Source: an optimization exercise on an open RTL-to-GDS flow (aim: small area). Production flows keep margins and buffers that such runs may drop.
Where RTL was checked, it was by simulation tests only, not by an equivalence proof against the original.
Function not checked in runs 2 and 3: the RTL went through the layout flow alone.
Power and IR drop assume default switching activity.

**flow/flow/synth.tcl**
```tcl
# The standard synthesis script (synth_recipe.tcl), except that Yosys's abc call
# uses the area-oriented ABC script in MY_ABC_SCRIPT instead of ORFS's speed script.
proc synth {args} { yosys synth -nofsm -noshare {*}$args }
proc abc {args} {
  set i [lsearch -exact $args -script]
  if { $i >= 0 } { set args [lreplace $args $i [expr {$i + 1}] -script $::env(MY_ABC_SCRIPT)] }
  yosys abc {*}$args
}
source $::env(SCRIPTS_DIR)/synth.tcl
# left out here: clear keep_hierarchy, flatten, clean up, hide names made inside functions, write 1_2_yosys.v
```
**flow/config.mk**
```make
export PLATFORM = sky130hd
export DESIGN_NAME = rl_lj_force_accumulator
export DESIGN_NICKNAME = rl_lj_force_accumulator
export VERILOG_FILES = /design/flow/design.v
export SDC_FILE = /design/flow/constraint.sdc
export NUM_CORES = 4
export LEC_CHECK = 0
export CAP_MARGIN = 20
export CORE_MARGIN = 2
export CORE_UTILIZATION = 60
export CTS_BUF_LIST = sky130_fd_sc_hd__clkbuf_4
export CTS_CLUSTER_DIAMETER = 50
export CTS_CLUSTER_SIZE = 8
export SLEW_MARGIN = 20
```
**flow/constraint.sdc**
```tcl
create_clock -name core_clock -period 7.0 [get_ports {clk}]
set_input_delay 1.4000 -clock core_clock [delete_from_list [all_inputs] [get_ports {clk}]]
set_output_delay 1.4000 -clock core_clock [all_outputs]
set_load 0.01 [all_outputs]
```
**flow/design.v**
```verilog
`timescale 1ns/1ps
module rl_lj_force_accumulator #(
  parameter int DATA_WIDTH              = 32,
  parameter int REF_PARTICLE_NUM        = 100,
  parameter int REF_RAM_ADDR_WIDTH      = 7,
  parameter int NEIGHBOR_PARTICLE_NUM   = 100,
  parameter int NEIGHBOR_RAM_ADDR_WIDTH = 7,
  parameter int ACC_WIDTH               = 48,
  parameter int FRAC_BITS               = 24
) (
  input  logic                          clk,
  input  logic                          rst,
  input  logic                          start,
  input  logic                          force_valid,
  input  logic [DATA_WIDTH-1:0]         force_x,
  input  logic [DATA_WIDTH-1:0]         force_y,
  input  logic [DATA_WIDTH-1:0]         force_z,
  input  logic                          pipeline_done,
  output logic [ACC_WIDTH-1:0]          acc_x,
  output logic [ACC_WIDTH-1:0]          acc_y,
  output logic [ACC_WIDTH-1:0]          acc_z,
  output logic [REF_RAM_ADDR_WIDTH-1:0] acc_addr,
  output logic                          acc_wren,
  output logic                          overflow,
  output logic                          count_error,
  output logic                          done
);
  localparam logic [NEIGHBOR_RAM_ADDR_WIDTH-1:0] NBR_LAST =
    NEIGHBOR_RAM_ADDR_WIDTH'(NEIGHBOR_PARTICLE_NUM - 1);
  localparam logic [REF_RAM_ADDR_WIDTH-1:0] REF_LAST =
    REF_RAM_ADDR_WIDTH'(REF_PARTICLE_NUM - 1);
  logic                               run_r;
  logic [NEIGHBOR_RAM_ADDR_WIDTH-1:0] nbr_r;
  logic [REF_RAM_ADDR_WIDTH-1:0]      wref_r;
  logic                               v_r, chk_r, first, last;
  logic                               wren_r, ovf_r, cerr_r, done_r;
  logic                               accept, early, nbr_last;
  logic [2:0]                         sat_c, sum_o;
  logic [ACC_WIDTH-1:0]               clamped [3];
  assign accept   = run_r & force_valid & ~pipeline_done;
  assign early    = run_r & pipeline_done;
  assign nbr_last = (nbr_r == NBR_LAST);
  assign first    = v_r & (nbr_r == NEIGHBOR_RAM_ADDR_WIDTH'(1));
  assign last     = v_r & (nbr_r == '0);
  lj_axis u_x (.clk, .accept, .first(first), .f(force_x), .sat(sat_c[0]),
               .out_of_range(sum_o[0]), .acc(clamped[0]));
  lj_axis u_y (.clk, .accept, .first(first), .f(force_y), .sat(sat_c[1]),
               .out_of_range(sum_o[1]), .acc(clamped[1]));
  lj_axis u_z (.clk, .accept, .first(first), .f(force_z), .sat(sat_c[2]),
               .out_of_range(sum_o[2]), .acc(clamped[2]));
  always_ff @(posedge clk) begin
    if (rst || start) begin
      run_r   <= !rst;
      nbr_r   <= '0;
      wref_r  <= '0;
      v_r     <= 1'b0;
      chk_r   <= 1'b0;
      wren_r  <= 1'b0;
      ovf_r   <= 1'b0;
      cerr_r  <= 1'b0;
      done_r  <= 1'b0;
    end else begin
      v_r     <= accept;
      chk_r   <= v_r & ~early;
      wren_r  <= last & ~early;
      ovf_r   <= overflow | (v_r & ~early & (|sat_c));
      cerr_r  <= cerr_r | early;
      done_r  <= early | (wren_r & (wref_r == REF_LAST));
      wref_r  <= wref_r + REF_RAM_ADDR_WIDTH'(wren_r);
      if (early) begin
        run_r <= 1'b0;
      end else if (accept) begin
        if (nbr_last) begin
          nbr_r <= '0;
          if (wref_r == REF_LAST) run_r <= 1'b0;
        end else begin
          nbr_r <= nbr_r + 1'b1;
        end
      end
    end
  end
  assign acc_x       = clamped[0];
  assign acc_y       = clamped[1];
  assign acc_z       = clamped[2];
  assign acc_addr    = wref_r;
  assign acc_wren    = wren_r;
  assign overflow    = ovf_r | (chk_r & (|sum_o));
  assign count_error = cerr_r;
  assign done        = done_r;
endmodule
module lj_axis (
  input  logic        clk,
  input  logic        accept,         
  input  logic        first,          
  input  logic [31:0] f,
  output logic        sat,            
  output logic        out_of_range,   
  output logic [47:0] acc             
);
  logic [7:0]  e;
  logic [5:0]  r_in, r_r;
  logic        s_r;
  logic [22:0] m_r;
  logic [47:0] wide;
  logic [48:0] a_r, base, t, sum;
  logic        pos, neg;
  assign e = f[30:23];
  always_comb begin
    if (!accept || e <= 8'd102) r_in = 6'd47;
    else if (e >= 8'd150)       r_in = 6'd63;
    else                        r_in = 6'(8'd149 - e);
  end
  always_ff @(posedge clk) begin
    r_r <= r_in;
    s_r <= f[31];
    m_r <= f[22:0];
  end
  assign sat  = r_r[5] & r_r[4];
  assign wide = {1'b0, 1'b1, m_r, 23'd0} >> r_r;
  assign t    = {s_r, s_r, wide[46:0] ^ {47{s_r ^ sat}}};
  assign pos = ~a_r[48] & a_r[47];
  assign neg = a_r[48] & (~a_r[47] | (a_r[46:0] == 47'd0));
  assign out_of_range = pos | neg;
  assign acc  = pos ? {1'b0, {47{1'b1}}} : neg ? {1'b1, {46{1'b0}}, 1'b1} : a_r[47:0];
  assign base = first ? 49'd0 : {acc[47], acc};
  lj_add #(.N(49)) u_add (.a(base), .b(t), .cin(s_r), .s(sum));
  always_ff @(posedge clk) a_r <= sum;
endmodule
module lj_add #(parameter int N = 49) (
  input  logic [N-1:0] a,
  input  logic [N-1:0] b,
  input  logic         cin,
  output logic [N-1:0] s
);
  localparam int M = N + 1;
  localparam int L = 6;   
  logic [M-1:0] g, p;
  logic [M-1:0] gg [0:2*L];
  logic [M-1:0] pp [0:2*L];
  always_comb begin
    g = {a & b, cin};
    p = {a ^ b, 1'b0};
    gg[0] = g;
    pp[0] = p;
    for (int l = 0; l < L; l++) begin
      gg[l+1] = gg[l];
      pp[l+1] = pp[l];
      for (int i = 0; i < M; i++)
        if (((i + 1) % (2 << l)) == 0) begin
          gg[l+1][i] = gg[l][i] | (pp[l][i] & gg[l][i - (1 << l)]);
          pp[l+1][i] = pp[l][i] & pp[l][i - (1 << l)];
        end
    end
    for (int l = L - 2; l >= 0; l--) begin
      gg[2*L-1-l] = gg[2*L-2-l];
      pp[2*L-1-l] = pp[2*L-2-l];
      for (int i = 0; i < M; i++)
        if (((i + 1) % (2 << l)) == (1 << l) && i >= (2 << l)) begin
          gg[2*L-1-l][i] = gg[2*L-2-l][i] | (pp[2*L-2-l][i] & gg[2*L-2-l][i - (1 << l)]);
          pp[2*L-1-l][i] = pp[2*L-2-l][i] & pp[2*L-2-l][i - (1 << l)];
        end
    end
    for (int i = 0; i < N; i++) s[i] = p[i+1] ^ gg[2*L-1][i];
  end
endmodule
```
**flow/flow/area.abc**
```
strash
&get -n
&st
&dch -f
&nf -p -a -F 8 -A 8
&put
strash
dch -f
amap -F 4 -A 8 -Q 0.05
topo
stime -c
buffer -c
upsize -c
dnsize -c
```
**flow/standard.sh**
```bash
#!/bin/bash
# synth_recipe.tcl (not shown) runs the flow's synth.tcl, then flattens the netlist and writes it again
# the make line also repeats each setting of config.mk as NAME=value (left out here)
make -C /OpenROAD-flow-scripts/flow DESIGN_CONFIG=/design/flow/config.mk WORK_HOME=/design/flow/orfs CLKGATE_MAP_FILE= SYNTH_SCRIPT=/design/flow/synth_recipe.tcl "${@:-finish}"
```
**flow/flow/run.sh**
```bash
#!/bin/bash
# The standard layout (standard.sh) with two changes:
#  * synthesis maps the logic with an area-oriented ABC script (flow/area.abc);
#  * the port buffers use the smallest buffer cell, sky130_fd_sc_hd__buf_1.
# Each make run's full output goes to its own log file in the work folder.
set -euo pipefail
export MY_ABC_SCRIPT="$PWD/flow/area.abc"
bash standard.sh "SYNTH_SCRIPT=$PWD/flow/synth.tcl" \
  "BUFFER_PORTS_ARGS=-buffer_cell sky130_fd_sc_hd__buf_1" finish > make_finish.log 2>&1
```
==> run summary, run 1 <==
The run finished with no timing, DRC or antenna violations. The average wire length per cell after detail routing came out at 18.9 um. The largest clock skew in the final design is ~64 ps. Of the cells placed in the final design, the portion with a size suffix greater than 1 is under 10%.

Along the worst path, the maximum fanout reaches 28. The critical path is of the reg -> reg type. After detailed routing, the number of vias per cell comes to between 6 and 7. The clock network fraction of design power came out at under 10%.

The total power after layout came out at between 10 and 15 mW. The register-to-register path setup slack is approximately 760 ps. In this run, the combinational gates consume between 60% and 70% of the power. The post-synthesis instance area came out at between 15000 and 20000 sq um. The via count of the first global-routing pass came out at around 17000. The worst register-to-register path begins at u_x.a_r[8]$_DFF_P_. Averaged over all synthesized cells, the footprint is between 8 and 9 sq um. At the pin with the least slew margin, the transition time is roughly 1000 ps. The initial utilization of the core area, before any placement, comes to between 60% and 70%. In this run the most critical hold path is launched from cerr_r$_SDFF_PN0_. The number of buffers added on ports is around 260.

The path with the worst hold slack has its endpoint at cerr_r$_SDFF_PN0_. Max-cap violations in this run came to 0. Routability-driven placement finished with a final weighted congestion of about 1. The floorplan die area came out at roughly 34000 sq um. The number of post-CTS setup repair buffers came out at 0. The total of hold buffers inserted after clock tree synthesis came out at 0. The die span in x came out at approximately 180 um. The data required time of the worst path came out at 7680 ps. STA classifies the critical path startpoint as a flop. The placed standard-cell area is roughly 21000 sq um. The commonest non-fill, non-tap cell in the layout is sky130_fd_sc_hd__inv_1. The global-route total usage across every layer came out at approximately a third.

In the layout the commonest cells are sky130_fd_sc_hd__inv_1, sky130_fd_sc_hd__dfxtp_1, sky130_fd_sc_hd__buf_1. The final wirelength came out at 56200 um. The post-route non-filler standard cell count came out at between 2000 and 3000. The area inside the core boundary is roughly 32000 sq um.

The TritonCTS clock tree is done. IR analysis of the VDD net gives a maximum drop of 0.350 mV. The clock tree synthesis step divided the H-tree into 2 levels. The async set or reset register ratio after synthesis came out at 0%. The routed design could run at a clock period as short as approximately 6200 ps.

The placement row count is 65. For this run, design rule violations remaining after detail routing come to 0. The instance count along the most critical hold path is 1.

The number of pins with negative max-slew slack in the final report is 0. In this run the critical register-to-register path is captured at u_x.a_r[46]$_DFF_P_. The most used flip-flop cell after synthesis is sky130_fd_sc_hd__dfxtp_1. The post-route fraction of the period consumed by the critical path came out at 89.1%. The yosys synthesis warning count came out at 6. The relative slew slack came out at 32.2%.

At the worst endpoint, the arrival time is around 6900 ps. The timing-limited maximum frequency is 160 MHz. The area growth from synthesis to layout is 8.57%. Counting flops with a built-in enable in the synthesized netlist gives 1. The share of the yosys chip area belonging to registers is about a quarter. The cell count after placement came out at about 2900.

The final layout contains ~2900 nets. The smallest setup slack after layout is 762 ps. Cells fill 66.5% of the core in the end. The estimated wirelength of the detail-placed design came out at about 44000 um.

The first-pass GRT wire length came out at 88700 um. The final setup violation count is 0. The count of nets left with antenna violations after detail routing came out at 0. The cell sitting at the root of the clock tree is a sky130_fd_sc_hd__clkbuf_4. The post-synthesis instance total came out at around 2400. The clock slew seen by the registers of the worst setup and hold paths came out at approximately 110 ps. The initial antenna violation count came out at 1. The pre-CTS setup slack came out at 816 ps.

The violation count after the first detailed-route iteration came out at 1721. The number of clock buffers inserted by TritonCTS is 41. The hold violation count in the final report is 0.

The area of all placed cells without fillers came out at around 21000 sq um. Summed over all failing endpoints, the final setup total negative slack is 0 ps. Clock latency on the worst-skew pair, taken at its later pin, is 800 ps. In this run the static leakage power is slightly above 9 nW. Setup repair after global routing left no endpoint under its margin. The logic depth of the worst register-to-register path is 22. The min-delay analysis places its worst path in the category reg -> reg. Net switching is between 40 and 50% of the power. The power per cell area is 475 nW/um^2. The number of nets produced by synthesis came out at 2683. The aggregate global routing overflow is 0. The pin count of the biggest net entering global routing is about 150. The number of distinct library cell variants in the gate-level netlist after synthesis came out at 80.

Registers are responsible for a little under a quarter of the overall power. The register bit total from synthesis came out at ~260. The clock drives 258 sinks. STA classifies the critical path endpoint as a flop. The number of buffers between clock root and the deepest sink came out at 3.

The die height came out at 184 um. The quantity of gates resized following cts is 0. The final hold slack is ~480 ps.

The net switching component of the power is just under 5 mW. The total number of vias came out at about 19000. The pre-antenna-repair detailed-routing pass consisted of 8 iterations.

about 260 I/O pins were placed. The total internal power is just over 5 mW.
## routing by layer
| metal | vias up | track usage [%] | part of all wire [%] |
|---|---|---|---|
| met1 | 8514 | 45.7 | 45 |
| met3 | 109 | 6.70 | 8.5 |
| met2 | 780 | 50.8 | 43 |
| li1 | 9127 | - | - |
| met4 | 0 | 10.3 | 2.9 |
| met5 | - | 0 | 0 |
## worst max-delay path by stage
stage | startpoint | endpoint | slack (ps) | cells after the start
floorplan | u_y.a_r[21]$_DFF_P_ | u_y.a_r[46]$_DFF_P_ | 1640 | 25
global placement | u_y.a_r[21]$_DFF_P_ | u_y.a_r[47]$_DFF_P_ | 980 | 24
detailed placement | u_y.a_r[21]$_DFF_P_ | u_y.a_r[47]$_DFF_P_ | 820 | 24
CTS | u_y.a_r[21]$_DFF_P_ | u_y.a_r[47]$_DFF_P_ | 790 | 24
global route | u_y.a_r[21]$_DFF_P_ | u_y.a_r[47]$_DFF_P_ | 400 | 24
finish | u_x.a_r[8]$_DFF_P_ | u_x.a_r[46]$_DFF_P_ | 760 | 22
## flip-flops by register name, indices dropped and copies added, names as in the netlist, 6 cells and up
name,cells
u_y.m_r,23
u_z.m_r,23
wref_r,7
nbr_r,7
u_y.a_r,49
u_y.r_r,6
u_x.a_r,49
u_z.r_r,6
u_z.a_r,49
u_x.r_r,6
u_x.m_r,23
## critical path, stage by stage, from the launching register on
cell	delay (ps)
sky130_fd_sc_hd__dfxtp_1	330
sky130_fd_sc_hd__or4_1	520
sky130_fd_sc_hd__nor4_1	470
sky130_fd_sc_hd__nand4_1	240
sky130_fd_sc_hd__o41a_1	350
sky130_fd_sc_hd__nor2_1	120
sky130_fd_sc_hd__inv_1	250
sky130_fd_sc_hd__buf_4	310
sky130_fd_sc_hd__o21ai_0	160
sky130_fd_sc_hd__nor2_1	100
sky130_fd_sc_hd__ha_1	350
sky130_fd_sc_hd__and2_1	190
sky130_fd_sc_hd__a221oi_1	390
sky130_fd_sc_hd__o211ai_1	190
sky130_fd_sc_hd__nor2_4	210
sky130_fd_sc_hd__nor3_2	70
sky130_fd_sc_hd__a2111oi_4	370
sky130_fd_sc_hd__nor3b_2	130
sky130_fd_sc_hd__o31ai_4	300
sky130_fd_sc_hd__o221ai_2	200
sky130_fd_sc_hd__a31o_1	270
sky130_fd_sc_hd__fa_1	430
sky130_fd_sc_hd__a2bb2oi_1	150
## synthesized netlist by cell type (all sizes together) (10+ instances only)
cell type  instances  area [sq um]
nand3             30           160
nor4              14          87.6
a21oi             51           263
inv              289          1080
nand2             52           195
o22a              45           394
a222oi            10           100
or3               11          68.8
a22oi             13          97.6
clkbuf           141           529
or2               33           206
o21ai            180           912
fa                78          1560
a21o              41           308
buf               15          68.8
nor2b             12          82.6
a31oi             25           163
a2bb2oi          144          1260
nand4             21           138
o22ai            195          1220
o2bb2ai           63           552
nor3              17           100
a31o              22           193
dfxtp            257          5140
o32ai             52           463
ha               147          1840
or4               23           173
a22o              27           236
nor2             250           951
## power by group through the flow
stage / clock network (mW) / registers [mW] / logic (mW)
final: 0.983 / 2.30 / 6.77
after global routing: 1.06 / 2.35 / 7.65
after CTS: 1.01 / 2.29 / 6.71
after detailed placement: 0 / 2.32 / 6.67
after global placement: 0 / 2.31 / 6.44
after floorplan: 0 / 2.23 / 4.88
## area by class of cell
type,instances,area [sq um]
sequential,258,5170
clock inverter,11,133
inverter,297,1110
fill,2725,10700
tap,435,544
clock buffer,44,330
timing repair buffer,284,1190
antenna,3,7.51
multi-input combinational,1646,12700
## logic make-up after synthesis
family | after synthesis | synth area share [%]
and+or+nand+nor | 486 | 12.0
xor gates and xnor gates | 11 | 0.495
buffers and inverters | 453 | 8.79
DFF | 258 | 26.6
adders and majority gates | 225 | 17.5
AOI/OAI and AO/OA | 924 | 34.7
==> run 2, diff against run 1 <==
--- a/flow/design.v
+++ b/flow/design.v
@@ -119,3 +119,3 @@
   assign wide = {1'b0, 1'b1, m_r, 23'd0} >> r_r;
-  assign t    = {s_r, s_r, wide[46:0] ^ {47{s_r ^ sat}}};
+  assign t    = {s_r, s_r, (sat ? {47{1'b1}} : wide[46:0]) ^ {47{s_r}}};
   assign pos = ~a_r[48] & a_r[47];
@@ -125,3 +125,11 @@
   assign base = first ? 49'd0 : {acc[47], acc};
-  lj_add #(.N(49)) u_add (.a(base), .b(t), .cin(s_r), .s(sum));
+  logic [4:0] rc;
+  always_comb begin
+    rc[0] = s_r;
+    for (int i = 0; i < 4; i++) begin
+      sum[i] = base[i] ^ t[i] ^ rc[i];
+      rc[i+1] = (base[i] & t[i]) | (rc[i] & (base[i] ^ t[i]));
+    end
+  end
+  lj_add #(.N(45)) u_add (.a(base[48:4]), .b(t[48:4]), .cin(rc[4]), .s(sum[48:4]));
   always_ff @(posedge clk) a_r <= sum;
==> flow/flow/area.abc (replaced) <==
strash
&get -n
&st
&syn2
&dch -f
&nf -p -a -F 8 -A 8
&put
strash
dch -f
amap -F 4 -A 8
topo
stime -c
buffer -c
upsize -c
dnsize -c
==> run 2 against run 1 <==
Compared with the run above: hold slack better by 17 ps; clock power down 12%; critical path depth up 13.
==> run summary, run 2 <==
The post-layout minimum cycle time came out at about 6800 ps. In the final layout, the registers with the most flip-flops are u_x.a_r (49), u_y.a_r (49), u_z.a_r (49). After synthesis, flip-flops and latches occupy a little over a quarter of the total area. By area the synthesized netlist is led by sky130_fd_sc_hd__dfxtp_1, sky130_fd_sc_hd__o21ai_0, sky130_fd_sc_hd__ha_1. The leakage power of the design came out at 9.69 nW. The design draws between 10 and 15 mW. The initial antenna violation count is 2.

The H-tree depth reported by CTS came out at 2. The final wirelength came out at approximately 60000 um. The area used by sequential logic in the layout is 5180 sq um. The total number of clock tree sinks is around 260.

In this run the clock root is driven by a sky130_fd_sc_hd__clkbuf_4. sky130_fd_sc_hd__o21ai_0 is the most common cell in the netlist. The share of final-layout standard cells stronger than drive strength 1 is 10.1%. The number of nets produced by synthesis is a little under 3000. The register-to-register path setup slack came out at 200 ps. In this run the mean area of a mapped cell was about 7.3 sq um. The weighted congestion at the end of routability-driven global placement came out at a little under 1. The first-pass detailed-route iteration total came out at 7.

The number of buffers added on ports is around 260. The area inside the core boundary is 31600 sq um. Of all cell types, the one taking the most synthesized area is sky130_fd_sc_hd__dfxtp_1. The post-synthesis instance total came out at between 2000 and 3000. Yosys mapped a number of flops with a built-in enable equal to 1. The area of the multi-input gates came out at 12800 sq um. The area growth from synthesis to layout came out at 12.5%.

The worst-skew pair later-pin latency is just under 800 ps. The power per cell area came out at between 400 and 500 nW/um^2. The async set or reset register ratio after synthesis is 0%. The average wire length per cell after detail routing came out at around 18 um. The violation count after the first detailed-route iteration came out at roughly 1900. The largest incremental delay on the critical path is approximately 550 ps.

The worst setup path is of the reg -> reg kind. The yosys synthesis warning count came out at 6. The number of clock buffers inserted by TritonCTS is between 40 and 50.

Entering global routing, the biggest net connects 69 pins. Setup violations remaining at the end of the flow were counted as 0. The TritonCTS clock tree is done. The startpoint identified for the worst hold timing path is cerr_r$_SDFF_PN0_. For this run, the leading register cell type out of synthesis is sky130_fd_sc_hd__dfxtp_1. Combinational logic is responsible for between 60% and 70% of the overall power. The tightest min-delay check is of the reg -> reg type. The worst hold path terminates at cerr_r$_SDFF_PN0_. The top fanout value on the critical path is 2. Setup repair after global routing could not meet its margin everywhere. The initialized floorplan defines 65 standard-cell rows. Summing every instance area after synthesis gives 19400 sq um. The area share of the leading cell type in the synthesized netlist is around a quarter. The hold violation count in the final report came out at 0. The number of buffers between clock root and the deepest sink came out at 3. The first-pass GRT wire length came out at 93200 um.

The clock slew seen by the registers of the worst setup and hold paths is 100 ps. The register bit total from synthesis is between 200 and 300. In the routed design, unresolved DRC markers number 0. The data required time of the worst path came out at roughly 7700 ps. For this run the aggregate overflow at the end of global routing stands at 0. The final net count is roughly 3200. In the post-route analysis, the smallest setup slack over all paths is 204 ps. For this design, the slowest cell found on the critical path is sky130_fd_sc_hd__or4_4. In the global route stage, overall resource usage came out at approximately a third. The largest clock skew in the final design is between 50 and 60 ps. The count of nets left with antenna violations after detail routing came out at 0. The netlist uses 61 different library cells. The transition time of the tightest slew-check pin is between 1000 and 1500 ps. The via density per instance came out at approximately 6.1.

In this run the critical register-to-register path is captured at u_y.a_r[47]$_DFF_P_. The library cell used most frequently in the layout, excluding fill and tap cells, is sky130_fd_sc_hd__o21ai_0. The die span in x came out at 184 um. The proportion of total power due to net switching is 50.8%. The utilization of the core after routing came out at 68.9%.

The final hold slack came out at roughly 500 ps. The total internal power came out at between 4 and 5 mW. The cell with the most instances on the worst path is sky130_fd_sc_hd__fa_2. Leaving out fill and tap cells, the most frequent cells in the layout are sky130_fd_sc_hd__o21ai_0, sky130_fd_sc_hd__nor2_1, sky130_fd_sc_hd__inv_1. The logic depth of the worst register-to-register path came out at 35.

The origin of the worst setup path is u_y.a_r[11]$_DFF_P_. The startpoint of the lowest-slack register-to-register path is u_y.a_r[11]$_DFF_P_. STA classifies the critical path endpoint as a flop. Once the floorplan was initialized, standard cells occupied between 60% and 70% of the core. The worst setup path is launched from a flop. The clock network fraction of design power came out at about 8.6%. The floorplan die area is around 34000 sq um. The number of placed I/O pins came out at 256. The worst hold path passes through 2 cells.

The pre-CTS setup slack came out at -260 ps. Counting the fill cells in the layout gives 2762. The register share of total power is between 20% and 30%. The net switching component of the power came out at just over 5 mW. The via count of the first global-routing pass is around 19000. The flow ran to the end and the layout has no timing, DRC or antenna violations. The post-route fraction of the period consumed by the critical path is approximately 97%.

In the synthesized netlist, the cells that appear most often are sky130_fd_sc_hd__o21ai_0, sky130_fd_sc_hd__nor2_1, sky130_fd_sc_hd__inv_1. Max-cap violations in this run came to 0. The number of pins with negative max-slew slack in the final report is 0. The timing-limited maximum frequency came out at between 100 and 150 MHz.

The total number of vias came out at between 20000 and 25000. VDD sags by at most 0.319 mV. The relative slew slack came out at 25.3%. The wire-length estimate of the detail-placed layout is 46200 um. The arrival time of data at the critical path endpoint came out at 7470 ps. The die height came out at ~180 um.
==> run 2: through the flow <==
stage               setup TNS, ps  cells  instance area (sq um)
CTS                             0   3288                  21400
detailed placement           -687   3223                  20900
global route                 -419   3307                  21800
finish                          0   3307                  21800
global placement                0   3223                  20900
floorplan                       0   2648                  19400
==> run 2: repair_timing <==
item	4_1_cts	5_1_grt
setup buffers	9	18
gates resized for setup	11	70
hold endpoints to repair	0	0
endpoints found under the setup margin	8	23
pin swaps	8	67
hold buffers	0	0
==> run 2: cell families after synthesis <==
kind of cell | synth area share (%)
DFF | 26.7
adders and majority gates | 17.1
AOI/OAI and AO/OA | 30.8
buffers and inverters | 9.03
and+or+nand+nor | 16.4
==> run 2: cell type report <==
cell class	count	area share, %
Timing Repair Buffer	365	8.41
Inverter	301	5.19
Antenna cell	1	0.0115
Tap cell	402	2.31
Multi-Input combinational cell	1924	58.5
Clock buffer	43	1.48
Sequential cell	258	23.8
Clock inverter	13	0.293
==> run 2: layer usage <==
| layer | share of wire (%) | global-route usage (%) | routed length (um) | vias up |
|---|---|---|---|---|
| met3 | 8.7 | 5.19 | 5250 | 170 |
| met4 | 4.4 | 15.8 | 2660 | 2 |
| met5 | 0.023 | 0 | 14 | - |
| met2 | 45 | 55.7 | 27200 | 1013 |
| met1 | 42 | 45.5 | 24900 | 9260 |
| li1 | - | - | - | 9760 |
==> run 2: worst max path at each step <==
stage / slack, ps / endpoint / cells after the start
finish: 200 / u_y.a_r[47]$_DFF_P_ / 35
detailed placement: -260 / u_x.a_r[47]$_DFF_P_ / 35
floorplan: 200 / u_y.a_r[47]$_DFF_P_ / 33
CTS: 7 / u_z.a_r[47]$_DFF_P_ / 34
global placement: 80 / u_y.a_r[47]$_DFF_P_ / 32
global route: -130 / u_y.a_r[48]$_DFF_P_ / 34
==> run 2: worst max-delay path: cells and delay by family (launching register included) <==
| family | cells | cell delay, ps |
|---|---|---|
| DFF | 1 | 320 |
| AOI/OAI and AO/OA | 13 | 1920 |
| buffers and inverters | 3 | 270 |
| and+or+nand+nor | 14 | 2880 |
| adders and majority gates | 5 | 1330 |
==> run 2: power groups by stage <==
stage / Combinational (mW) / Clock, mW / Sequential, mW
floorplan: 4.51 / 0 / 2.22
finish: 6.87 / 0.866 / 2.32
global route: 7.67 / 0.943 / 2.36
global placement: 6.08 / 0 / 2.29
CTS: 6.51 / 0.886 / 2.29
detailed placement: 6.37 / 0 / 2.31
==> run 3, diff against run 2 <==
--- a/flow/design.v
+++ b/flow/design.v
@@ -100,5 +100,6 @@
   logic [7:0]  e;
-  logic [5:0]  r_in, r_r;
+  logic [5:0]  r_in;
+  logic [4:0]  rh_r;
   logic        s_r;
-  logic [22:0] m_r;
+  logic [24:0] y_r;
   logic [47:0] wide;
@@ -113,8 +114,8 @@
   always_ff @(posedge clk) begin
-    r_r <= r_in;
-    s_r <= f[31];
-    m_r <= f[22:0];
+    rh_r <= r_in[5:1];
+    s_r  <= f[31];
+    y_r  <= r_in[0] ? {1'b0, 1'b1, f[22:0]} : {1'b1, f[22:0], 1'b0};
   end
-  assign sat  = r_r[5] & r_r[4];
-  assign wide = {1'b0, 1'b1, m_r, 23'd0} >> r_r;
+  assign sat  = rh_r[4] & rh_r[3];
+  assign wide = {1'b0, y_r, 22'd0} >> {rh_r, 1'b0};
   assign t    = {s_r, s_r, (sat ? {47{1'b1}} : wide[46:0]) ^ {47{s_r}}};
==> run 3 against run 2 <==
Compared with the run above: first-iteration DRC count grew 1.5%; via count decreased by 0.99%; final area decreased by 1.4%; critical path type unchanged; routed wire length fell by 1.1%; cell count down 0.94%; still clean on timing, DRC and antenna; non-clock buffer count decreased by 45; die area grew 0.38%; flip-flop and latch count is 3 higher; total power fell by 1.9%; synthesized cell count up 0.15%; sequential power hardly changed; fmax increased by 1.7%.
==> run summary, run 3 <==
In the final layout, the registers with the most flip-flops are u_x.a_r (49), u_y.a_r (49), u_z.a_r (49). The violation count after the first detailed-route iteration came out at a little under 2000. The DRC violations left is 0. The filler cells instantiated in the layout total ~2800. After clock tree synthesis, the clock-pin slew on the worst setup and hold paths is 90 ps. The number of nets produced by synthesis is 2969. Summed over all instances, the cell type with the most area after synthesis is sky130_fd_sc_hd__dfxtp_1. The final wirelength came out at 59400 um. Leaving out fill and tap cells, the most frequent cell in the layout is sky130_fd_sc_hd__o21ai_0. The most frequently used cell type in the post-synthesis netlist is sky130_fd_sc_hd__o21ai_0. By area the synthesized netlist is led by sky130_fd_sc_hd__dfxtp_1, sky130_fd_sc_hd__o21ai_0, sky130_fd_sc_hd__ha_1. Derived from the worst setup path, the maximum achievable clock frequency is roughly 150 MHz. The number of buffers between clock root and the deepest sink is 3. The detailed router used layers up to and including met4. The worst register-to-register path ends at u_x.a_r[46]$_DFF_P_. The pre-CTS setup slack came out at 97.7 ps. In the global route stage, overall resource usage came out at approximately a third. Leaving out fill and tap cells, the most frequent cells in the layout are sky130_fd_sc_hd__o21ai_0, sky130_fd_sc_hd__nor2_1, sky130_fd_sc_hd__inv_1. The slowest cell on the critical path is sky130_fd_sc_hd__or4_1.

The highest ir drop seen on vdd came out at 0.343 mV. The aggregate global routing overflow came out at 0. The placed standard-cell area came out at just over 20000 sq um. The sequential cells in the finished layout cover a total of between 5000 and 6000 sq um. In the final routed layout, each cell accounts on average for ~18 um.

The die span in x came out at between 150 and 200 um. The total of hold buffers inserted after clock tree synthesis came out at 0. Combinational logic is responsible for between 60% and 70% of the overall power. The clock network fraction of design power is ~11%. The met1 wire length came out at around 25000 um.

STA classifies the critical path endpoint as a flop. The root buffer cell chosen for the clock tree is sky130_fd_sc_hd__clkbuf_4. Tracing the worst setup path back leads to its startpoint at u_x.a_r[21]$_DFF_P_. The pre-antenna-repair detailed-routing pass consisted of 7 iterations. The final critical path takes up a little over nine tenths of the cycle. The post-layout minimum cycle time came out at 6680 ps. The Yosys step of the flow raised 6 warnings.

The first-pass GRT wire length is 92900 um. The largest incremental delay on the critical path is 500 ps. The number of buffers added on ports is between 200 and 300. The net switching component of the power came out at between 4 and 5 mW. The register-to-register path setup slack is 320 ps. The area share of the leading cell type in the synthesized netlist came out at 26.8%. Detailed routing placed a total of roughly 27000 um of wire on met2. For the worst setup path, the data required time is 7630 ps. The transition time of the tightest slew-check pin came out at around 1200 ps. Routability-driven placement finished with a final weighted congestion of roughly 1.0. The via density per instance came out at 6.11. The final setup violation count is 0. The estimated wirelength of the detail-placed design came out at about 46000 um. The met3 wire length came out at between 4000 and 5000 um. The area growth from synthesis to layout is 10.4%. The arrival time of data at the critical path endpoint is between 7000 and 8000 ps.

The termination of the worst setup path is u_x.a_r[46]$_DFF_P_. The register bit total from synthesis came out at between 200 and 300. The die covers approximately 34000 sq um.

The area of the multi-input gates came out at about 13000 sq um. The worst setup path is launched from a flop. The hold violation count in the final report is 0. The total number of clock tree sinks came out at 261. For this run, the leading register cell type out of synthesis is sky130_fd_sc_hd__dfxtp_1. The via count of the first global-routing pass came to about 18000. Row generation in the floorplan step produced 65 rows. The critical path is of the reg -> reg type.

The initial standard-cell utilization of the core is roughly three fifths. In this run the tightest slew margin relative to its limit is around 22%. The largest clock skew in the final design is around 100 ps.

In this run the number of H-tree levels came out at 2. In the post-route analysis, the smallest setup slack over all paths is about 320 ps. The total number of vias is around 20000.

The die height came out at roughly 180 um. The setup TNS came out at 0 ps. The final hold slack came out at 477 ps. The run finished with no timing, DRC or antenna violations. The post-route netlist has a little under 8% of its cells at a drive strength greater than 1. The number of clock buffers inserted by TritonCTS is 43. The pin count of the biggest net entering global routing came out at 74.

The logic depth of the worst register-to-register path came out at 36. The share of the yosys chip area belonging to registers is roughly 27%. The max-capacitance violation count is 0. Of the total power, the share spent switching nets is between 50% and 60%.

In the synthesized netlist, the cells that appear most often are sky130_fd_sc_hd__o21ai_0, sky130_fd_sc_hd__nor2_1, sky130_fd_sc_hd__inv_1. The detail route stage leaves a number of antenna-violating nets equal to 0. The area inside the core boundary is roughly 32000 sq um. The power per cell area is about 460 nW/um^2.

The startpoint of the lowest-slack register-to-register path is u_x.a_r[21]$_DFF_P_. The count of flip-flops with a built-in enable after synthesis came out at 1. The worst-skew pair later-pin latency is just over 800 ps. The number of pins with negative max-slew slack in the final report was 0.

TritonCTS built the clock tree. The total internal power is between 4 and 5 mW. The final net count is between 3000 and 4000. The post-synthesis instance area came out at 19400 sq um.

Averaged over all synthesized cells, the footprint is 7.33 sq um. The type of the worst min-delay path is reg -> reg. The initial antenna violation count came out at 2. The post-synthesis instance total came out at ~2700. For this design the static power due to leakage is 9.64 nW. Counting distinct cell types in the post-synthesis netlist gives between 50 and 60. Per report_power, the sequential group accounts for 23.4% of the total.

Along the worst path, the maximum fanout reaches 5. The area of all placed cells without fillers came out at 21500 sq um. roughly 260 I/O pins were placed. The async set or reset register ratio after synthesis came out at 0%.
run 3: changes by cell type after synthesis, moves of 7 or more:
cell                      delta
sky130_fd_sc_hd__o22ai_1    -18
sky130_fd_sc_hd__o22a_1     +34
sky130_fd_sc_hd__inv_1       +7
sky130_fd_sc_hd__buf_1       -7
sky130_fd_sc_hd__o21ai_1     +7
sky130_fd_sc_hd__o21ai_0    -49
sky130_fd_sc_hd__nand2_1    +14
sky130_fd_sc_hd__a21oi_1    +24
run 3: cell type report:
cell class / count / area share, %
clock inverters: 12 / 0.781
diodes: 2 / 0.0233
repair buffers: 320 / 6.73
flip-flops and latches: 261 / 24.4
repair inverters: 1 / 0.0233
multi-input cells: 1920 / 58.6
clock buffers: 49 / 1.71
well taps: 402 / 2.34
inverters: 309 / 5.42
run 3: worst max-delay path: cells and delay by family (launching register included):
| family | cells | cell delay (ps) |
|---|---|---|
| simple gates | 16 | 2200 |
| compound gates | 10 | 1570 |
| flops | 1 | 310 |
| fa+ha+maj | 5 | 1810 |
| buf+inv | 5 | 600 |
run 3: how the worst min path moves through the flow:
stage / start / to / slack, ps / cells past startpoint
2_1_floorplan: v_r$_SDFF_PN0_ / chk_r$_SDFF_PN0_ / 430 / 2
3_3_place_gp: cerr_r$_SDFF_PN0_ / cerr_r$_SDFF_PN0_ / 460 / 2
3_5_place_dp: v_r$_SDFF_PN0_ / chk_r$_SDFF_PN0_ / 460 / 2
4_1_cts: v_r$_SDFF_PN0_ / chk_r$_SDFF_PN0_ / 480 / 2
5_1_grt: v_r$_SDFF_PN0_ / chk_r$_SDFF_PN0_ / 500 / 2
6_report: v_r$_SDFF_PN0_ / chk_r$_SDFF_PN0_ / 480 / 2
run 3: cells by family (layout without fill, tap and decap cells):
family | after synthesis | after routing | share of synthesized area (%)
fa+ha+maj | 216 | 216 | 17.0
buf+inv | 471 | 691 | 9.09
flops | 261 | 261 | 26.9
simple gates | 741 | 741 | 16.5
other cells | 0 | 2 | 0
compound gates | 963 | 963 | 30.4
run 3: power groups by stage:
stage	Clock [mW]	Combinational, mW	Sequential, mW
finish	1.07	6.47	2.31
global route	1.15	7.32	2.36
floorplan	0	4.43	2.24
global placement	0	5.96	2.31
CTS	1.09	6.25	2.30
detailed placement	0	6.21	2.33
run 3: repair_timing:
item | in CTS | in global routing
setup endpoints to repair | 0 | 13
resized for setup | 0 | 28
setup buffers | 0 | 10
run 3: layer usage:
metal | up-vias | GRT usage [%]
met5 | - | 0
met2 | 952 | 54.4
met1 | 9182 | 46.3
met3 | 170 | 5.59
li1 | 9701 | -
met4 | 0 | 14.6
run 3: through the flow:
| stage | util, % | total power, mW | cells |
|---|---|---|---|
| after detailed placement | 65.4 | 8.53 | 3202 |
| after CTS | 67.0 | 9.64 | 3263 |
| after global routing | 67.7 | 10.8 | 3276 |
| after global placement | 65.4 | 8.27 | 3202 |
| final | 67.7 | 9.86 | 3276 |
| after floorplan | - | 6.67 | 2652 |
==> run 4, diff against run 3 <==
--- a/flow/design.v
+++ b/flow/design.v
@@ -100,6 +100,5 @@
   logic [7:0]  e;
-  logic [5:0]  r_in;
-  logic [4:0]  rh_r;
+  logic [5:0]  r_in, r_r;
   logic        s_r;
-  logic [24:0] y_r;
+  logic [22:0] m_r;
   logic [47:0] wide;
@@ -114,9 +113,9 @@
   always_ff @(posedge clk) begin
-    rh_r <= r_in[5:1];
-    s_r  <= f[31];
-    y_r  <= r_in[0] ? {1'b0, 1'b1, f[22:0]} : {1'b1, f[22:0], 1'b0};
+    r_r <= r_in;
+    s_r <= f[31];
+    m_r <= f[22:0];
   end
-  assign sat  = rh_r[4] & rh_r[3];
-  assign wide = {1'b0, y_r, 22'd0} >> {rh_r, 1'b0};
-  assign t    = {s_r, s_r, (sat ? {47{1'b1}} : wide[46:0]) ^ {47{s_r}}};
+  assign sat  = r_r[5] & r_r[4];
+  assign wide = {1'b0, 1'b1, m_r, 23'd0} >> r_r;
+  assign t    = {s_r, s_r, wide[46:0] ^ {47{s_r ^ sat}}};
   assign pos = ~a_r[48] & a_r[47];
@@ -126,11 +125,3 @@
   assign base = first ? 49'd0 : {acc[47], acc};
-  logic [4:0] rc;
-  always_comb begin
-    rc[0] = s_r;
-    for (int i = 0; i < 4; i++) begin
-      sum[i] = base[i] ^ t[i] ^ rc[i];
-      rc[i+1] = (base[i] & t[i]) | (rc[i] & (base[i] ^ t[i]));
-    end
-  end
-  lj_add #(.N(45)) u_add (.a(base[48:4]), .b(t[48:4]), .cin(rc[4]), .s(sum[48:4]));
+  lj_add #(.N(49)) u_add (.a(base), .b(t), .cin(s_r), .s(sum));
   always_ff @(posedge clk) a_r <= sum;
==> flow/flow/run.sh (replaced) <==
#!/bin/bash
# The standard layout (standard.sh) with these changes:
#  * synthesis maps the logic with an area-oriented ABC script (flow/area.abc);
#  * the port buffers use the smallest buffer cell, sky130_fd_sc_hd__buf_1;
#  * clock tree synthesis uses clkbuf_4 with small sink clusters and no dummy loads.
# The make run's full output goes to its own log file in the work folder.
set -euo pipefail
export MY_ABC_SCRIPT="$PWD/flow/area.abc"
bash standard.sh "SYNTH_SCRIPT=$PWD/flow/synth.tcl" \
  "BUFFER_PORTS_ARGS=-buffer_cell sky130_fd_sc_hd__buf_1" \
  "CTS_ARGS=-sink_clustering_enable -repair_clock_nets -sink_clustering_size 8 -sink_clustering_max_diameter 50 -buf_list sky130_fd_sc_hd__clkbuf_4 -dont_use_dummy_load" \
  finish > make_finish.log 2>&1
--- a/flow/flow/area.abc
+++ b/flow/flow/area.abc
@@ -3,3 +3,2 @@
 &st
-&syn2
 &dch -f
--- a/flow/config.mk
+++ b/flow/config.mk
@@ -9,3 +9,3 @@
 export CORE_MARGIN = 2
-export CORE_UTILIZATION = 60
+export CORE_UTILIZATION = 50
 export CTS_BUF_LIST = sky130_fd_sc_hd__clkbuf_4
==> run 4 against run 3 <==
Compared with the run above: synthesized area barely moved; clock skew rose by 8.6 ps; cell count rose by 3.1%; critical endpoint is now u_y.a_r[46]$_DFF_P_; largest cell class unchanged.
==> run summary, run 4 <==
The final net count is about 3200. The number of pins with negative max-slew slack in the final report is 0. The number of distinct library cell variants in the gate-level netlist after synthesis is between 60 and 70. The global-route total usage across every layer came out at 28.5%. The number of buffers and inverters on the critical path came out at 3. The post-route fraction of the period consumed by the critical path is between 90 and 100%. The post-route non-filler standard cell count came out at approximately 3400.

The kind of cell adding the most delay to the critical path is simple AND/OR/NAND/NOR gates. The number of fillers in the final layout is a little under 4000. The pre-CTS setup slack came out at between 400 and 500 ps. The first-pass GRT wire length came out at 92900 um. The initial antenna violation count is 3.

The initial standard-cell utilization of the core came out at between 50 and 60%. The violation count after the first detailed-route iteration is about 1600. The async set or reset register ratio after synthesis came out at 0%.

In the post-synthesis netlist, the biggest area contributors are sky130_fd_sc_hd__dfxtp_1, sky130_fd_sc_hd__ha_1, sky130_fd_sc_hd__o21ai_0. The post-synthesis instance area came out at about 19000 sq um. Clock tree synthesis inserted a total of 44 buffers. The area inside the core boundary is ~38000 sq um. After detailed routing, the average wire length per cell comes to around 17 um. The tree is rooted in a sky130_fd_sc_hd__clkbuf_4. The number of nets produced by synthesis is 3000.

Data arrives at the worst endpoint at approximately 7000 ps. The share of the yosys chip area belonging to registers came out at roughly a quarter. The DRC violations left is 0. The yosys synthesis warning count is 6. The die span in x is about 200 um. Timing would allow up to 158 MHz. The power per cell area came out at 459 nW/um^2. The area share of fa/ha/maj cells after synthesis is roughly 18%.

The utilization of the core after routing came out at approximately 55%. By area, the combinational part of the netlist is dominated by compound AO/OA/AOI/OAI gates. In this design, the stage delay of the slowest critical-path cell is 590 ps. The clock arrives with between 100 and 150 ps of skew. The total number of clock tree sinks came out at ~260. Among the stages of the critical path, the cell type that occurs most often is sky130_fd_sc_hd__nor2_1. For this design, the CTS-stage hold fixing added 0 buffers. The post-synthesis instance total is approximately 2700. After synthesis, the mean cell area works out to 7.27 sq um. The via count of the first global-routing pass was between 15000 and 20000. The worst-case IR drop observed on VDD is 0.199 mV. The via density per instance is 5.70.

The setup path with the least slack is of type reg -> reg. The share of final-layout standard cells stronger than drive strength 1 is under 10%. The max-capacitance violation count came out at 0. The final hold slack is 491 ps. The top fanout value on the critical path came out at 17. The most used flip-flop cell after synthesis is sky130_fd_sc_hd__dfxtp_1. The fraction of the mapped netlist area in compound gates is between 20% and 30%. The synthesized-area fraction occupied by xor and xnor cells is 0%. The number of post-CTS setup repair buffers is 0.

After clock tree synthesis, the clock-pin slew on the worst setup and hold paths is 90 ps. The post-synthesis cell type with the largest combined area is sky130_fd_sc_hd__dfxtp_1. The total number of vias is 19300. The first-pass detailed-route iteration total came out at 6. The run finished with no timing, DRC or antenna violations. After synthesis, the most frequently instantiated cells are sky130_fd_sc_hd__nor2_1, sky130_fd_sc_hd__o21ai_0, sky130_fd_sc_hd__inv_1. The final wirelength is 59100 um. The type of element launching the critical path is a flop.

Measured along the y axis, the die boundary spans 201 um. Row generation in the floorplan step produced just over 70 rows. Setup total negative slack on the finished layout was measured at 0 ps. Entering global routing, the biggest net connects roughly 110 pins. The cell count after placement is around 3300. The number of buffers between clock root and the deepest sink came out at 3. The relative slew slack is between 40% and 50%. Setup repair after global routing left no endpoint under its margin. The worst-skew pair later-pin latency came out at approximately 820 ps. The largest registers in the layout are u_x.a_r (49), u_y.a_r (49), u_z.a_r (49). The H-tree depth reported by CTS came out at 2. Leaving out fill and tap cells, the most frequent cell in the layout is sky130_fd_sc_hd__nor2_1. The data required time of the worst path is approximately 7700 ps. The floorplan die area is between 40000 and 50000 sq um. The count of flip-flops with a built-in enable after synthesis came out at 1. Input and output buffers added on the ports amount to approximately 260. In the layout the commonest cells are sky130_fd_sc_hd__nor2_1, sky130_fd_sc_hd__o21ai_0, sky130_fd_sc_hd__inv_1. TritonCTS built the clock tree.

The transition time of the tightest slew-check pin came out at 881 ps. After clock tree synthesis, the repair step resized 0 gates. The slowest cell on the critical path is sky130_fd_sc_hd__or4_1. The area share of the leading cell type in the synthesized netlist is 26.5%.

The area growth from synthesis to layout came out at 8.87%. The worst hold path belongs to the class reg -> reg. The count of nets left with antenna violations after detail routing is 0. The hold violation count in the final report came out at 0. The leakage power of the design came out at approximately 9.4 nW. The weighted congestion at the end of routability-driven global placement is 0.912.

The basic-gate share of the synthesized area counting and, or, nand and nor cells came out at 17.6%. After layout, the worst setup slack is 682 ps. The register bit total from synthesis is about 260. The aggregate global routing overflow came out at 0. The number of placed I/O pins came out at between 200 and 300. The most frequently used cell type in the post-synthesis netlist is sky130_fd_sc_hd__nor2_1. The worst setup path is captured at a flop. Setup violations remaining at the end of the flow were counted as 0. The fraction of synthesized area in multiplexers came out at 0%. The post-layout minimum cycle time came out at ~6300 ps. The estimated wirelength of the detail-placed design came out at around 47000 um.
## run 4: cell types whose count changed after synthesis, moves of 13 or more
cell	delta
sky130_fd_sc_hd__a31o_2	+13
sky130_fd_sc_hd__nor2_1	+70
sky130_fd_sc_hd__nand2_1	-34
sky130_fd_sc_hd__inv_1	+14
sky130_fd_sc_hd__o22a_1	-29
sky130_fd_sc_hd__o21ai_0	-43
sky130_fd_sc_hd__o221ai_1	-48
sky130_fd_sc_hd__o22ai_1	+45
sky130_fd_sc_hd__a22oi_1	+13
## run 4: area by class of cell
class | instances | area (sq um) | share of cell area [%]
inverters | 324 | 1220 | 5.75
well taps | 518 | 648 | 3.06
diodes | 4 | 10.0 | 0.0473
multi-input cells | 1938 | 12500 | 59.2
repair buffers | 292 | 1250 | 5.90
flip-flops and latches | 258 | 5170 | 24.5
clock buffers | 44 | 330 | 1.56
## run 4: logic make-up (layout without fill, tap and decap cells)
family / after synthesis / count (layout)
and+or+nand+nor: 790 / 790
DFF: 258 / 258
other: 0 / 4
AOI/OAI and AO/OA: 923 / 923
buffers and inverters: 478 / 660
adders and majority gates: 225 / 225
## run 4: worst paths after layout
path | startpoint | to | slack (ps) | cells past startpoint
max | u_y.a_r[17]$_DFF_P_ | u_y.a_r[46]$_DFF_P_ | 680 | 27
min | nbr_r[5]$_SDFFE_PN0P_ | nbr_r[5]$_SDFFE_PN0P_ | 490 | 1
max reg2reg | u_y.a_r[17]$_DFF_P_ | u_y.a_r[46]$_DFF_P_ | 680 | 27
min reg2reg | nbr_r[5]$_SDFFE_PN0P_ | nbr_r[5]$_SDFFE_PN0P_ | 490 | 1
## run 4: worst reg2reg max path, delay by kind of cell (launching register included)
kind / cells / cell delay [ps]
DFF: 1 / 310
AOI/OAI and AO/OA: 9 / 1960
and+or+nand+nor: 13 / 2860
adders and majority gates: 2 / 750
buffers and inverters: 3 / 360
## run 4: through the flow
step / instance area, sq um / total power, mW
4_1_cts: 21100 / 9.73
6_report: 21200 / 9.71
5_1_grt: 21200 / 10.8
2_1_floorplan: 19400 / 6.88
3_5_place_dp: 20800 / 8.86
3_3_place_gp: 20800 / 8.70
## run 4: routing by layer
metal  global-route usage [%]  part of all wire (%)  vias to the layer above
met4                     8.31                   2.6                        0
met2                     44.3                    44                      625
met3                     5.10                   6.9                       92
li1                         -                     -                     9737
met5                        0                     0                        -
met1                     40.6                    47                     8796
## run 4: report_power, final
| group | internal (mW) | switching, mW |
|---|---|---|
| logic | 2.40 | 4.20 |
| clock network | 0.286 | 0.539 |
| registers | 2.05 | 0.239 |
| total | 4.73 | 4.98 |
==> run 5, diff against run 4 <==
--- a/flow/config.mk
+++ b/flow/config.mk
@@ -9,3 +9,3 @@
 export CORE_MARGIN = 2
-export CORE_UTILIZATION = 50
+export CORE_UTILIZATION = 60
 export CTS_BUF_LIST = sky130_fd_sc_hd__clkbuf_4
==> run 5 against run 4 <==
Compared with the run above: still clean on timing, DRC and antenna; synthesized area did not move; sequential share of layout area rose by 0.23 points; clock-buffer cell count fell by 3; combinational power rose by 1%; critical path depth fell by 1; non-clock buffer count fell by 4; utilization rose by 11 points; routed wire length fell by 2.1%; synthesized cell count did not move; first-iteration DRC count rose by 12%.
==> run summary, run 5 <==
The endpoint with the worst hold slack is nbr_r[3]$_SDFFE_PN0P_. The total number of clock tree sinks is between 200 and 300. The worst hold path begins at nbr_r[3]$_SDFFE_PN0P_. The max-capacitance violation count is 0. The weighted congestion at the end of routability-driven global placement came out at just under 1. The top fanout value on the critical path is 13. The register-to-register path setup slack is 560 ps. Among all stages on the critical path, the largest delay is contributed by sky130_fd_sc_hd__or4_1. The post-synthesis instance total came out at around 2700. In this run the static leakage power is approximately 9.4 nW. The dominant synthesized flop cell is sky130_fd_sc_hd__dfxtp_1. The number of buffers between clock root and the deepest sink came out at 3. Of all cell types, the one taking the most synthesized area is sky130_fd_sc_hd__dfxtp_1.

Clock latency on the worst-skew pair, taken at its later pin, is just under 800 ps. The kind of end point of the critical path is a flop. After synthesis, the netlist uses 66 different library cells. Counting every net in the synthesized netlist gives 3000. The first global-routing pass estimated roughly 92000 um of wire. The placement row count is 65. Leaving out fill and tap cells, the most frequent cell in the layout is sky130_fd_sc_hd__nor2_1. In the final layout, the share of cells above drive strength 1 is 5.58%. The area inside the core boundary is around 32000 sq um. The average cell area after synthesis is between 7 and 8 sq um.

The die height came out at around 180 um. The final hold slack came out at 496 ps. The via count of the first global-routing pass is about 18000. The power per cell area is ~470 nW/um^2. The largest incremental delay on the critical path came out at ~620 ps. The estimated wirelength of the detail-placed design came out at 45700 um.

The cell at the root of the clock tree is sky130_fd_sc_hd__clkbuf_4. The first-pass detailed-route iteration total is 6. The async set or reset register ratio after synthesis is 0%. For this run, design rule violations remaining after detail routing come to 0.

Global routing used between 30% and 40% of the available tracks. The die covers 33800 sq um. In the post-synthesis netlist, the cell with the most instances is sky130_fd_sc_hd__nor2_1. The total of hold buffers inserted after clock tree synthesis is 0. In the final layout, the registers with the most flip-flops are u_x.a_r (49), u_y.a_r (49), u_z.a_r (49).

The final wirelength came out at 57900 um. The largest clock skew in the final design is around 110 ps. The critical path start-end classification is reg -> reg.

The logic depth of the worst register-to-register path came out at 26. The synthesized design contains ~260 register bits. In the layout the commonest cells are sky130_fd_sc_hd__nor2_1, sky130_fd_sc_hd__o21ai_0, sky130_fd_sc_hd__inv_1. The count of nets left with antenna violations once routing finished came out at 0. The relative slew slack is between 30% and 40%. The run finished with no timing, DRC or antenna violations. The final net count came out at around 3200. The post-route fraction of the period consumed by the critical path is between 90 and 100%. TritonCTS built the clock tree.

The aggregate global routing overflow is 0. The via density per instance came out at 6.02. The count of flip-flops with a built-in enable after synthesis came out at 1.

The yosys synthesis warning count is 6. In this run the critical register-to-register path is launched from u_y.a_r[17]$_DFF_P_. Sorting the synthesized cells by how often they occur yields sky130_fd_sc_hd__nor2_1, sky130_fd_sc_hd__o21ai_0, sky130_fd_sc_hd__inv_1. During I/O placement, the number of pins put on the boundary was 256. Summing internal, switching and leakage power gives 9.75 mW.

The post-layout minimum cycle time came out at between 6000 and 7000 ps. Port buffering added roughly 260 buffers. The final setup violation count is 0. The transition time of the tightest slew-check pin came out at between 900 and 1000 ps. Of the post-synthesis cell area, the dominant cell type holds 26.5%. In this run the critical register-to-register path is captured at u_y.a_r[47]$_DFF_P_. The path class of the tightest hold or removal check is reg -> reg. Compared with the post-synthesis result, the final layout area differs by 7.87%. Setup repair after global routing left no endpoint under its margin. Among the stages of the critical path, the cell type that occurs most often is sky130_fd_sc_hd__nor2_1. The setup TNS is 0 ps. The worst-case IR drop observed on VDD is approximately 0.33 mV. Measured along the x axis, the die boundary spans 184 um. After the first detailed-routing iteration, the DRC count stood at about 1900. The initial antenna violation count is 4. The timing-limited maximum frequency is 155 MHz. The hold violation count in the final report is 0. Summing the sequential cell areas from Yosys gives a little over a quarter of the chip area. The total number of vias came out at about 20000.

The average wire length per cell after detail routing is about 18 um. The instance count along the most critical hold path came out at 1. The data required time of the worst path came out at around 7700 ps. The post-synthesis instance area is a little under 20000 sq um.

The H-tree depth reported by CTS came out at 2. The initial utilization of the core area, before any placement, comes to between 60% and 70%. The pin count of the biggest net entering global routing is ~120. By area the synthesized netlist is led by sky130_fd_sc_hd__dfxtp_1, sky130_fd_sc_hd__ha_1, sky130_fd_sc_hd__o21ai_0. At the worst endpoint, the arrival time is slightly above 7000 ps. In this run, CTS created clock tree buffers numbering 41. The clock slew seen by the registers of the worst setup and hold paths is ~90 ps. The number of pins with negative max-slew slack in the final report came out at 0. The worst setup path is launched from a flop.
==> run 5: cell types whose count changed in the layout (fill, tap and decap cells not counted) <==
cell,delta
sky130_fd_sc_hd__diode_2,+1
sky130_fd_sc_hd__buf_4,-4
sky130_fd_sc_hd__clkbuf_4,-3
==> run 5: final cells by class <==
class / count / area (sq um)
multi-input combinational: 1938 / 12500
fill: 2871 / 10800
sequential: 258 / 5170
timing repair buffer: 288 / 1220
inverter: 324 / 1220
tap: 402 / 503
clock buffer: 41 / 308
antenna: 5 / 12.5
==> run 5: through the flow <==
| stage | setup slack [ps] | cells | instance area (sq um) | util (%) |
|---|---|---|---|---|
| detailed placement | 405 | 3210 | 20600 | 65.0 |
| floorplan | 1350 | 2674 | 19400 | - |
| CTS | 417 | 3251 | 20900 | 66.0 |
| finish | 560 | 3256 | 21000 | 66.1 |
| global placement | 638 | 3210 | 20600 | 65.0 |
| global route | 125 | 3253 | 20900 | 66.0 |
==> run 5: what timing repair did <==
item	4_1_cts	5_1_grt
gates resized for setup	0	2
buffers inserted	0	0
endpoints found under the setup margin	0	1
==> run 5: power by group <==
| part | switching [mW] | total (mW) | internal [mW] |
|---|---|---|---|
| logic | 4.26 | 6.67 | 2.41 |
| clock network | 0.519 | 0.786 | 0.268 |
| registers | 0.240 | 2.29 | 2.05 |
| total | 5.02 | 9.75 | 4.73 |
==> run 5: routing by layer <==
| layer | track usage, % | vias to the layer above | share of wire [%] |
|---|---|---|---|
| li1 | - | 9712 | - |
| met1 | 45.0 | 8933 | 44 |
| met2 | 54.2 | 821 | 44 |
| met3 | 7.27 | 145 | 8.6 |
| met4 | 12.4 | 2 | 3.5 |
| met5 | 0 | - | 0.017 |
==> run 5: worst max path at each step <==
stage | cells after the start | slack [ps] | startpoint | end
2_1_floorplan | 29 | 1350 | u_y.a_r[21]$_DFF_P_ | u_y.a_r[46]$_DFF_P_
3_3_place_gp | 26 | 640 | u_y.a_r[21]$_DFF_P_ | u_y.a_r[47]$_DFF_P_
3_5_place_dp | 26 | 410 | u_y.a_r[17]$_DFF_P_ | u_y.a_r[47]$_DFF_P_
4_1_cts | 26 | 420 | u_y.a_r[17]$_DFF_P_ | u_y.a_r[47]$_DFF_P_
5_1_grt | 26 | 120 | u_y.a_r[17]$_DFF_P_ | u_y.a_r[47]$_DFF_P_
6_report | 26 | 560 | u_y.a_r[17]$_DFF_P_ | u_y.a_r[47]$_DFF_P_
==> run 5: logic make-up after synthesis <==
kind of cell               synth area share, %
AOI/OAI and AO/OA                         29.0
adders and majority gates                 17.5
buffers and inverters                     9.24
DFF                                       26.6
and+or+nand+nor                           17.6
==> run 5: critical path, delay by kind of cell (launching register included) <==
kind                       cells  cell delay (ps)
DFF                            1              320
adders and majority gates      2              860
AOI/OAI and AO/OA              8             1550
buffers and inverters          2              230
and+or+nand+nor               14             3380
==> run 6, diff against run 5 <==
--- a/flow/flow/run.sh
+++ b/flow/flow/run.sh
@@ -2,3 +2,4 @@
 # The standard layout (standard.sh) with these changes:
-#  * synthesis maps the logic with an area-oriented ABC script (flow/area.abc);
+#  * synthesis maps the logic with an area-oriented ABC script (flow/area.abc)
+#    and without ORFS's adder-cell extraction (flow/synth.tcl);
 #  * the port buffers use the smallest buffer cell, sky130_fd_sc_hd__buf_1;
==> flow/flow/area.abc (replaced) <==
strash
dch -f
amap
strash
dch -f
amap
strash
dch -f
amap
topo
stime -c
buffer -c
upsize -c
dnsize -c
--- a/flow/flow/synth.tcl
+++ b/flow/flow/synth.tcl
@@ -1,3 +1,6 @@
-# The standard synthesis script (synth_recipe.tcl), except that Yosys's abc call
-# uses the area-oriented ABC script in MY_ABC_SCRIPT instead of ORFS's speed script.
+# The standard synthesis script (synth_recipe.tcl) with two changes:
+#  * Yosys's abc call uses the area-oriented ABC script in MY_ABC_SCRIPT instead of
+#    ORFS's speed script;
+#  * ORFS's extract_fa step (full/half-adder cell extraction) is skipped, so ABC maps
+#    the adder logic together with the rest.
 proc synth {args} { yosys synth -nofsm -noshare {*}$args }
@@ -8,2 +11,3 @@
 }
+proc extract_fa {args} { puts "extract_fa skipped" }
 source $::env(SCRIPTS_DIR)/synth.tcl
==> run 6 against run 5 <==
Compared with the run above: the layout now fails its checks (negative setup slack); synthesized area decreased by 4.8%; non-clock buffer count rose by 109; routed wire length grew 3.5%; sequential share of layout area is 0.27 points lower; combinational power increased by 3.7%; largest cell class unchanged; largest power group unchanged.
==> run summary, run 6 <==
The flow ran to the end, but the layout failed its checks. The run did not pass the layout checks because of negative setup slack. The sequential cells in the finished layout cover a total of around 5200 sq um. The clock arrives with ~94 ps of skew. The share of final-layout standard cells stronger than drive strength 1 came out at 13.4%. The largest incremental delay on the critical path is around 490 ps.

Synthesis produced a netlist whose cell count is ~2900. The most common cell in the synthesized netlist is sky130_fd_sc_hd__nor2_1. Data arrives at the worst endpoint at around 7800 ps. The DRC violations left came out at 0. The area of the multi-input gates is 12000 sq um. The pin count of the biggest net entering global routing is just over 50. The leakage power of the design came out at roughly 8.6 nW. The via count of the first global-routing pass is 18900. The average wire length per cell after detail routing is 16.9 um.

The post-layout minimum cycle time is between 7000 and 8000 ps. The placement row count came out at 64. The final net count is ~3200. The top fanout value on the critical path came out at 21. The TritonCTS clock tree is done.

The register bit total from synthesis is about 260. The relative slew slack is between 30% and 40%. The hold violation count in the final report came out at 0. The worst setup path is launched from a flop. The final wirelength came out at around 60000 um. The tool flagged a number of max-cap violations equal to 0. The library cells used most frequently in the layout, excluding fill and tap cells, are sky130_fd_sc_hd__nor2_1, sky130_fd_sc_hd__o21ai_0, sky130_fd_sc_hd__nand2_1.

The initial standard-cell utilization of the core came out at roughly three fifths. The slowest cell on the critical path is sky130_fd_sc_hd__or4_4. Counting flops with a built-in enable in the synthesized netlist gives 1.

The worst setup path is captured at a flop. The area share of the leading cell type in the synthesized netlist is approximately 28%. Derived from the worst setup path, the maximum achievable clock frequency is ~140 MHz. The number of distinct library cell variants in the gate-level netlist after synthesis came out at 77. The weighted congestion at the end of routability-driven global placement is ~1.0.

The first-pass GRT wire length is 92100 um. The H-tree was split into 2 levels. The highest ir drop seen on vdd came out at a little over 0.4 mV.

The number of placed I/O pins came out at approximately 260. The area growth from synthesis to layout came out at 14.7%. At the pin with the least slew margin, the transition time is between 900 and 1000 ps. The post-route fraction of the period consumed by the critical path is 101%. Measured in cells, the most critical reg-to-reg path has a length of 37. The type of the worst min-delay path is reg -> reg. The number of fillers in the final layout is ~2700. Setup violations remaining at the end of the flow were counted as 2. The met3 wire length is 5100 um. In this run the vertical extent of the chip is 180 um. The dominant synthesized flop cell is sky130_fd_sc_hd__dfxtp_1. The area inside the core boundary is approximately 31000 sq um. The data required time of the worst path is between 7000 and 8000 ps. The clock slew seen by the registers of the worst setup and hold paths came out at roughly 90 ps. The library cell used most frequently in the layout, excluding fill and tap cells, is sky130_fd_sc_hd__nor2_1.

In the final layout, the registers with the most flip-flops are u_x.a_r (49), u_y.a_r (49), u_z.a_r (49). The post-synthesis instance area is roughly 18000 sq um. After synthesis, flip-flops and latches occupy 28.0% of the total area. For this block, the via count after detailed routing is between 20000 and 25000. The number of nets produced by synthesis came out at 2961. After routing the design area is between 20000 and 25000 sq um. Clock tree synthesis inserted a total of 42 buffers.

The smallest setup slack after layout came out at -96.3 ps. The instance count along the most critical hold path is 1. After detailed placement, the total cell area comes to approximately 20000 sq um. The met2 layer wire length in the routed design came out at ~27000 um.

The die span in x came out at 180 um. In the global route stage, overall resource usage came out at approximately 34%. The yosys synthesis warning count is 6.

The aggregate global routing overflow is 0. The number of buffers added on ports came out at roughly 260. The utilization of the core after routing came out at a little over two thirds. The count of nets left with antenna violations once routing finished came out at 0. In the synthesized netlist, the cells that appear most often are sky130_fd_sc_hd__nor2_1, sky130_fd_sc_hd__o21ai_0, sky130_fd_sc_hd__nand2_1. The number of pins with negative max-slew slack in the final report came out at 0. Setup repair after global routing could not meet its margin everywhere. The estimated wirelength of the detail-placed design is 45100 um.

Counting along the longest clock path gives a buffer depth of 3. The total number of clock tree sinks is about 260. The worst-skew pair later-pin latency is approximately 770 ps. The power per cell area came out at roughly 470 nW/um^2.

The met1 wire length is roughly 25000 um. By area the synthesized netlist is led by sky130_fd_sc_hd__dfxtp_1, sky130_fd_sc_hd__nor2_1, sky130_fd_sc_hd__o21ai_0. The root buffer cell chosen for the clock tree is sky130_fd_sc_hd__clkbuf_4.

For this design, the CTS-stage hold fixing added 0 buffers. The critical path start-end classification is reg -> reg. The post-synthesis cell type with the largest combined area is sky130_fd_sc_hd__dfxtp_1.

The async set or reset register ratio after synthesis came out at 0%. The final hold slack came out at around 440 ps. The first-pass detailed-route iteration total came out at 6. The average cell area after synthesis is approximately 6.5 sq um. After the first detailed-routing iteration, the DRC count stood at 2104. The top layer used by detailed routing is met4. The floorplan die area came out at roughly 32000 sq um. The initial antenna violation count came out at 1. In this design, the critical path's most frequently occurring cell is sky130_fd_sc_hd__o21ai_1. The via density per instance came out at ~6.

The total power after layout is about 10 mW.
==> run 6: changes by cell type after synthesis, sizes merged, moves of 44 or more <==
cell,previous run,this run
nor2b,8,52
nor2,387,524
a21oi,174,258
ha,147,0
fa,78,0
o22a,43,102
o21a,0,48
nand2,218,286
==> run 6: path summary, 6_finish.rpt <==
check | from | endpoint | slack (ps)
hold / removal | nbr_r[0]$_SDFFE_PN0P_ | wren_r$_SDFF_PN0_ | 440
setup / recovery | nbr_r[2]$_SDFFE_PN0P_ | u_x.a_r[48]$_DFF_P_ | -100
hold reg to reg | nbr_r[0]$_SDFFE_PN0P_ | wren_r$_SDFF_PN0_ | 440
setup reg to reg | nbr_r[2]$_SDFFE_PN0P_ | u_x.a_r[48]$_DFF_P_ | -100
==> run 6: cell type report <==
class,instances,share of cell area (%)
Antenna cell,1,0.0118
Clock buffer,42,1.49
Inverter,285,5.12
Multi-Input combinational cell,2164,56.8
Sequential cell,258,24.4
Tap cell,396,2.33
Timing Repair Buffer,397,9.86
==> run 6: report_power, final <==
group | total, mW | internal, mW | switching (mW)
registers | 2.24 | 2.01 | 0.225
logic | 6.92 | 2.54 | 4.39
clock network | 0.817 | 0.274 | 0.543
total | 9.97 | 4.82 | 5.15
==> run 6: per-layer routing <==
| layer | track usage, % | up-vias |
|---|---|---|
| met2 | 56.5 | 1018 |
| li1 | - | 10600 |
| met5 | 0 | - |
| met3 | 5.61 | 172 |
| met4 | 12.4 | 0 |
| met1 | 45.2 | 9519 |
==> run 6: cells by family after synthesis <==
| logic type | share of synthesized area [%] |
|---|---|
| AOI/OAI and AO/OA | 36.3 |
| buffers and inverters | 10.0 |
| DFF | 28.0 |
| and+or+nand+nor | 25.7 |
==> run 6: metrics by stage <==
stage	setup TNS, ps	setup slack [ps]	std cells
final	-172	-96.3	3543
after global routing	-3670	-534	3543
after CTS	-77.8	-77.8	3501
after detailed placement	-879	-286	3454
after global placement	0	7.38	3454
after floorplan	0	632	2860
==> run 6: timing repair <==
action / in CTS / in global routing
setup endpoints to repair: 8 / 25
resized for setup: 14 / 130
setup buffers: 5 / 40
endpoints found under the hold margin: 0 / 0
pin swaps: 7 / 74
gates cloned: 0 / 1
==> run 6: worst max-delay path: cells and delay by family (launching register included) <==
family                 cells  cell delay, ps
AO/OA/AOI/OAI             11            1560
AND/OR/NAND/NOR           23            4410
flip-flops                 1             310
buffers and inverters      3             720

-- what the ideal ports hide --
The flow's constraints put no driver on any port. The routed layouts listed below were extracted and timed again, unchanged, in two steps.
Step 1 sets driving cells, clkbuf_16 on the clock port and buf_2 on the other inputs (assumed; they add their load-dependent delay and slew).
Step 2, shift: input delay + t, output delay - t, t = (earliest + latest rising clock arrival at the registers) / 2. This alone moves slack from input paths to output paths.
a / b / c = ideal ports / drivers / drivers and shift; a / b = the first two.
run	shift t [ns]	setup WS [ns]	hold slack, ns	clock arrival spread, ns	cell pins on the clock port's net
run 1	0.816	0.762 / 0.762 / 0.762	0.482 / 0.482 / 0.482	0.070 / 0.070	1
run 2	0.817	0.204 / 0.204 / 0.204	0.499 / 0.499 / 0.499	0.050 / 0.050	1
run 3	0.833	0.319 / 0.319 / 0.319	0.477 / 0.477 / 0.477	0.105 / 0.105	1
run 4	0.811	0.682 / 0.682 / 0.682	0.491 / 0.491 / 0.491	0.110 / 0.109	1
run 5	0.781	0.560 / 0.560 / 0.560	0.496 / 0.496 / 0.496	0.110 / 0.110	1
run 6	0.770	-0.096 / -0.096 / -0.096	0.437 / 0.437 / 0.437	0.095 / 0.094	1
